This design comes from an exercise in tuning for small area, a short achievable clock period and few clock cycles on the open sky130 flow, not from production work. The RTL was checked by simulation tests, not by an equivalence proof against the original design.

run A:
Design servo_slew_position_controller, start of the top module:
module servo_slew_position_controller
(
    input  logic                        i_clk,
    input  logic                        i_rst_n,
    input  logic                        i_in_valid,
    output logic                        o_in_stall,
    input  logic [sspc_pkg::REQ_W-1:0] i_req_type,
    input  logic signed [sspc_pkg::ANGLE_W-1:0] i_angle,
    input  logic signed [sspc_pkg::DIR_W-1:0] i_direction,
    output logic                        o_out_valid,
    input  logic                        i_out_stall,
    output logic [sspc_pkg::PULSE_W-1:0] o_pulse_width,
    output logic [sspc_pkg::PULSE_W-1:0] o_target_width,
    output logic                        o_pwm_write,
    input  logic                        i_cfg_valid,
    output logic                        o_cfg_ready,
    input  logic [sspc_pkg::CFG_IDX_W-1:0] i_cfg_index,
    input  logic [sspc_pkg::CFG_DAT_W-1:0] i_cfg_data
);
Size in the first run: roughly 350 flip-flops.
clock: 11.0 ns
lec_check: 0
abc_area: 1
cap_margin: 20
core_margin: 2
core_utilization: 40
setup_slack_margin: 5
slew_margin: 20
standard.sh (not shown) runs the stock make flow with config.mk's settings and CLKGATE_MAP_FILE= SYNTH_SCRIPT=/design/flow/synth_recipe.tcl, a recipe that flattens the netlist after the stock synthesis.
==> flow/flow/run.sh <==
#!/bin/bash
set -euo pipefail
MARGIN=${MARGIN:-5.6}
sed "s/SETUP_SLACK_MARGIN=5/SETUP_SLACK_MARGIN=${MARGIN}/" standard.sh > standard_margin.sh
grep -q "SETUP_SLACK_MARGIN=${MARGIN}" standard_margin.sh
bash standard_margin.sh > flow.log 2>&1
Run A went all the way through synthesis, placement and routing and the layout is clean on timing, DRC and antenna.
Testbench counts of run A, summed over its fixed seeds: cycles 7,632.
The following lists how run B was set up differently from run A:
==> flow/flow/run.sh <==
#!/bin/bash
set -euo pipefail
MARGIN=${MARGIN:-6.2}
sed "s/SETUP_SLACK_MARGIN=5/SETUP_SLACK_MARGIN=${MARGIN}/" standard.sh > standard_margin.sh
grep -q "SETUP_SLACK_MARGIN=${MARGIN}" standard_margin.sh
bash standard_margin.sh > flow.log 2>&1
-- flow/config.mk --
<<< run A, line 6
export NUM_CORES = 4
export LEC_CHECK = 0
export ABC_AREA = 1
export CAP_MARGIN = 20
export CORE_MARGIN = 2
>>> run B, line 6
export NUM_CORES = 4
export LEC_CHECK = 0
export CAP_MARGIN = 20
export CORE_MARGIN = 2
## What came out
[compare] base=run A new=run B: via count of the first global-routing pass shows a reduction of about 3%, estimated wirelength of the detail-placed design shows a reduction of 3.1 mm, routed wirelength normalized by instance count shows an increase of 9.7%, final weighted congestion in routability-driven placement shows a reduction of 0.0059, distinct cell type count after synthesis shows an increase of about 60%.
~same overall track demand over capacity in global routing in run B and run A
Relative to run A, run B improves via count.
In the tables for run B and run A, cell count reads higher with run A.
Between run B and run A, it is run B whose non-clock buffer count is higher, by about 180%.
#### Input delta (run C over run B)
==> flow/flow/run.sh <==
#!/bin/bash
set -euo pipefail
MARGIN=${MARGIN:-5.9}
sed "s/SETUP_SLACK_MARGIN=5/SETUP_SLACK_MARGIN=${MARGIN}/" standard.sh > standard_margin.sh
grep -q "SETUP_SLACK_MARGIN=${MARGIN}" standard_margin.sh
bash standard_margin.sh > flow.log 2>&1
-- flow/config.mk --
<<< run B, line 6
export NUM_CORES = 4
export LEC_CHECK = 0
export CAP_MARGIN = 20
export CORE_MARGIN = 2
>>> run C, line 6
export NUM_CORES = 4
export LEC_CHECK = 0
export ABC_AREA = 1
export CAP_MARGIN = 20
export CORE_MARGIN = 2
==> run summary <==
Having completed the whole flow, run C delivered a layout that passed the timing, DRC and antenna checks. Compared run B against run C; global-route track usage on met3 within noise. Wire length of the first global-routing pass (higher): run C. Between run B and run C, the cell count went up. In terms of aggregate global-route resource usage, run C and run B differ only marginally.
Here is what was changed in the inputs of run D compared with run C.
==> flow/flow/run.sh <==
#!/bin/bash
set -euo pipefail
MARGIN=${MARGIN:-6.5}
sed "s/SETUP_SLACK_MARGIN=5/SETUP_SLACK_MARGIN=${MARGIN}/" standard.sh > standard_margin.sh
grep -q "SETUP_SLACK_MARGIN=${MARGIN}" standard_margin.sh
bash standard_margin.sh > flow.log 2>&1
### Flow results
The higher routability-driven placement congestion ratio of run D and run C is in run C. Against run C, clock buffer count in run D fell by a few percent. Run D vs run C, worst slew margin relative to its limit went down by 3.6 points. Comparing run D and run C, the higher non-clock buffer total of the final layout is on run D. Sum of routed wire length over all layers delta for run D relative to run C: about 1.1% higher. Comparing run D against run C, there is no change at all in final routed DRC violation total. Data arrival time of the worst path for run D: 0.29 ns down relative to run C. In the metrics for run D and run C, the one carrying the lower post-layout minimum cycle time is run D.
Changes in run E relative to run D:
==> flow/flow/run.sh <==
#!/bin/bash
set -euo pipefail
MARGIN=${MARGIN:-6.8}
sed "s/SETUP_SLACK_MARGIN=5/SETUP_SLACK_MARGIN=${MARGIN}/" standard.sh > standard_margin.sh
grep -q "SETUP_SLACK_MARGIN=${MARGIN}" standard_margin.sh
bash standard_margin.sh > flow.log 2>&1
- Run E has completed all stages; timing, DRC and antenna checks passed.
- NOTE number of ordinary and repair buffers in the finished layout run D->run E increased by more than a quarter
- From run D to run E the numbers moved as follows: count of multi-input combinational gates now sits at about the same level, setup slack now sits higher.
- On run E: flip-flop and latch area is 0.33% higher than what run D gave.
- Re DRC violation count after routing: no difference whatsoever between run D and run E.
- Shortest clock period the worst path allows after layout delta for run E relative to run D: 0.0039 ns lower

---

== run F ==
Another version of the RTL of servo_slew_position_controller (not shown whole).
Size in the first run: ~3100 cells after synthesis, about 340 flip-flops, ~29000 um^2 of cells after synthesis.
Settings: LEC_CHECK=0, CAP_MARGIN=20, CORE_MARGIN=2, CORE_UTILIZATION=40, SETUP_SLACK_MARGIN=5, SLEW_MARGIN=20; clock period 11.0 ns.
==> flow/flow/run.sh <==
#!/bin/bash
set -euo pipefail
MARGIN=${MARGIN:-7}
sed "s/SETUP_SLACK_MARGIN=5/SETUP_SLACK_MARGIN=${MARGIN}/" standard.sh > standard_margin.sh
grep -q "SETUP_SLACK_MARGIN=${MARGIN}" standard_margin.sh
bash standard_margin.sh > flow.log 2>&1
Testbench counts of run F, summed over its fixed seeds: cycles 7,632.
--- input diff run F..run R ---
Settings: PLACE_DENSITY now 0.85, previously not set.
==> flow/run.sh (new file) <==
#!/bin/bash
# synth_recipe.tcl (not shown) runs the flow's synth.tcl, then flattens the netlist and writes it again
# the make line also repeats each setting of config.mk as NAME=value (left out here)
make -C /OpenROAD-flow-scripts/flow DESIGN_CONFIG=/design/flow/config.mk WORK_HOME=/design/flow/orfs CLKGATE_MAP_FILE= SYNTH_SCRIPT=/design/flow/synth_recipe.tcl finish
removed: flow/flow/run.sh
removed: flow/standard.sh
Notes after the runs:
Run R was carried through to the last stage, and its layout satisfied the timing, DRC and antenna checks.
Taking run F as the reference, in run R all-layer global routing usage now smaller; synthesized area has remained practically unchanged; total buffers and inverters traversed by the critical path moved up; DRC violation count after routing barely changed.
Setup slack ended up 550 ps lower on run R than on run F.
The count of routing violations after the opening detailed-route iteration of run R was inferior to that of run F.

---

== ember ==
Another version of the RTL of servo_slew_position_controller (not shown whole).
For scale: roughly 3,400 cells after synthesis, ~350 flip-flops, about 67 I/O pins.
Settings: LEC_CHECK=0, ABC_AREA=1, CAP_MARGIN=20, CORE_MARGIN=2, CORE_UTILIZATION=40, SETUP_SLACK_MARGIN=5, SLEW_MARGIN=20; clock period 11.0 ns.
==> flow/flow/run.sh <==
#!/bin/bash
set -euo pipefail
MARGIN=${MARGIN:-6.4}
sed "s/SETUP_SLACK_MARGIN=5/SETUP_SLACK_MARGIN=${MARGIN}/" standard.sh > standard_margin.sh
grep -q "SETUP_SLACK_MARGIN=${MARGIN}" standard_margin.sh
bash standard_margin.sh > flow.log 2>&1
Testbench counts of ember, summed over its fixed seeds: cycles 7,632.
Input-level comparison between quartz and ember:
--- a/flow/flow/run.sh
+++ b/flow/flow/run.sh
@@ -2,3 +2,3 @@
 set -euo pipefail
-MARGIN=${MARGIN:-6.4}
+MARGIN=${MARGIN:-6.0}
 sed "s/SETUP_SLACK_MARGIN=5/SETUP_SLACK_MARGIN=${MARGIN}/" standard.sh > standard_margin.sh
## What came out
- Area growth from synthesis to layout for quartz: 2.2 points down relative to ember
- Compare quartz and ember | total CTS buffers higher: ember
- Compared quartz vs ember, and global routing usage on met3 is down in quartz.
- Diff ember..quartz | post-synthesis share of cell area spent on full adders, half adders and majority gates | negligible
- Share of cell area taken by multi-input logic gates in quartz vs ember: up 0.66 points
- Antenna cell count ends up lower on ember.
- Number of antenna violations at the first check in global routing sits higher in quartz than in ember.
- From ember to quartz, synthesized area did not move at all.

---

servo_slew_position_controller with an RTL version that a note above also has.
Size: ~3,500 cells after synthesis, ~350 flip-flops, about 67 I/O pins, ~0.029 mm² of cells after synthesis.
export LEC_CHECK = 0
export ABC_AREA = 1
export CAP_MARGIN = 20
export CORE_MARGIN = 2
export CORE_UTILIZATION = 40
export SETUP_SLACK_MARGIN = 5
export SLEW_MARGIN = 20
create_clock -name core_clock -period 11.0 [get_ports {i_clk}]
==> flow/flow/run.sh <==
#!/bin/bash
set -euo pipefail
MARGIN=${MARGIN:-6.2}
sed "s/SETUP_SLACK_MARGIN=5/SETUP_SLACK_MARGIN=${MARGIN}/" standard.sh > standard_margin.sh
grep -q "SETUP_SLACK_MARGIN=${MARGIN}" standard_margin.sh
bash standard_margin.sh > flow.log 2>&1
Testbench counts at the start, summed over its fixed seeds: cycles 7,632.
Next try:
--- a/flow/flow/run.sh
+++ b/flow/flow/run.sh
@@ -2,3 +2,3 @@
 set -euo pipefail
-MARGIN=${MARGIN:-6.2}
+MARGIN=${MARGIN:-5.6}
 sed "s/SETUP_SLACK_MARGIN=5/SETUP_SLACK_MARGIN=${MARGIN}/" standard.sh > standard_margin.sh
--- a/flow/config.mk
+++ b/flow/config.mk
@@ -7,3 +7,2 @@
 export LEC_CHECK = 0
-export ABC_AREA = 1
 export CAP_MARGIN = 20
Effect: Synthesized area drops by 1.5%; via count came out lower by 7.2%; utilization went up by 0.89 points; cell count is lower by 11%; sequential cell count does not change; wire length is lower by 2.3%.

[re-timing with driven ports]
No port has a modelled driver above. Below, the same layouts with a new extraction and two added sets of constraints.
Step 1, drivers: a clkbuf_16 drives i_clk and a buf_2 each remaining input, both assumed.
Step 2 moves the port delays by t, midway between the first and last clock arrival at a register: inputs arrive t later, outputs are due t later. That takes back most of the time a late clock gives input paths.
a / b / c = ideal ports / drivers / drivers and shift; a / b = the first two.
run | t (ns) | setup slack, ns | worst setup path after step 2 | worst register clock-pin slew, ns | pins driven straight from the clock port
run A | 0.623 | 5.690 / 5.653 / 5.366 | input to register | 0.06 / 0.06 | 1
run B | 0.627 | 6.177 / 6.175 / 5.645 | input to register | 0.06 / 0.06 | 1
run C | 0.624 | 5.990 / 5.941 / 5.543 | input to register | 0.06 / 0.06 | 1
run D | 0.619 | 6.281 / 6.206 / 6.078 | input to register | 0.07 / 0.07 | 1
run E | 0.638 | 6.285 / 6.218 / 6.098 | input to register | 0.06 / 0.06 | 1
run F | 0.623 | 5.650 / 5.650 / 5.650 | register to register | 0.06 / 0.06 | 1
run R | 0.629 | 5.103 / 5.103 / 4.685 | input to register | 0.07 / 0.07 | 1
ember | 0.629 | 6.287 / 6.211 / 5.972 | input to register | 0.06 / 0.06 | 1
quartz | 0.621 | 6.136 / 6.078 / 5.632 | input to register | 0.06 / 0.06 | 1
the first run of note 4 | 0.630 | 6.240 / 6.178 / 5.804 | input to register | 0.06 / 0.06 | 1
the second run of note 4 | 0.614 | 5.712 / 5.687 / 5.346 | input to register | 0.07 / 0.07 | 1
After both steps every run listed still meets setup and hold. The setup slack of run B, which loses most, moves by -0.002 ns with the drivers and by -0.532 ns with both steps.
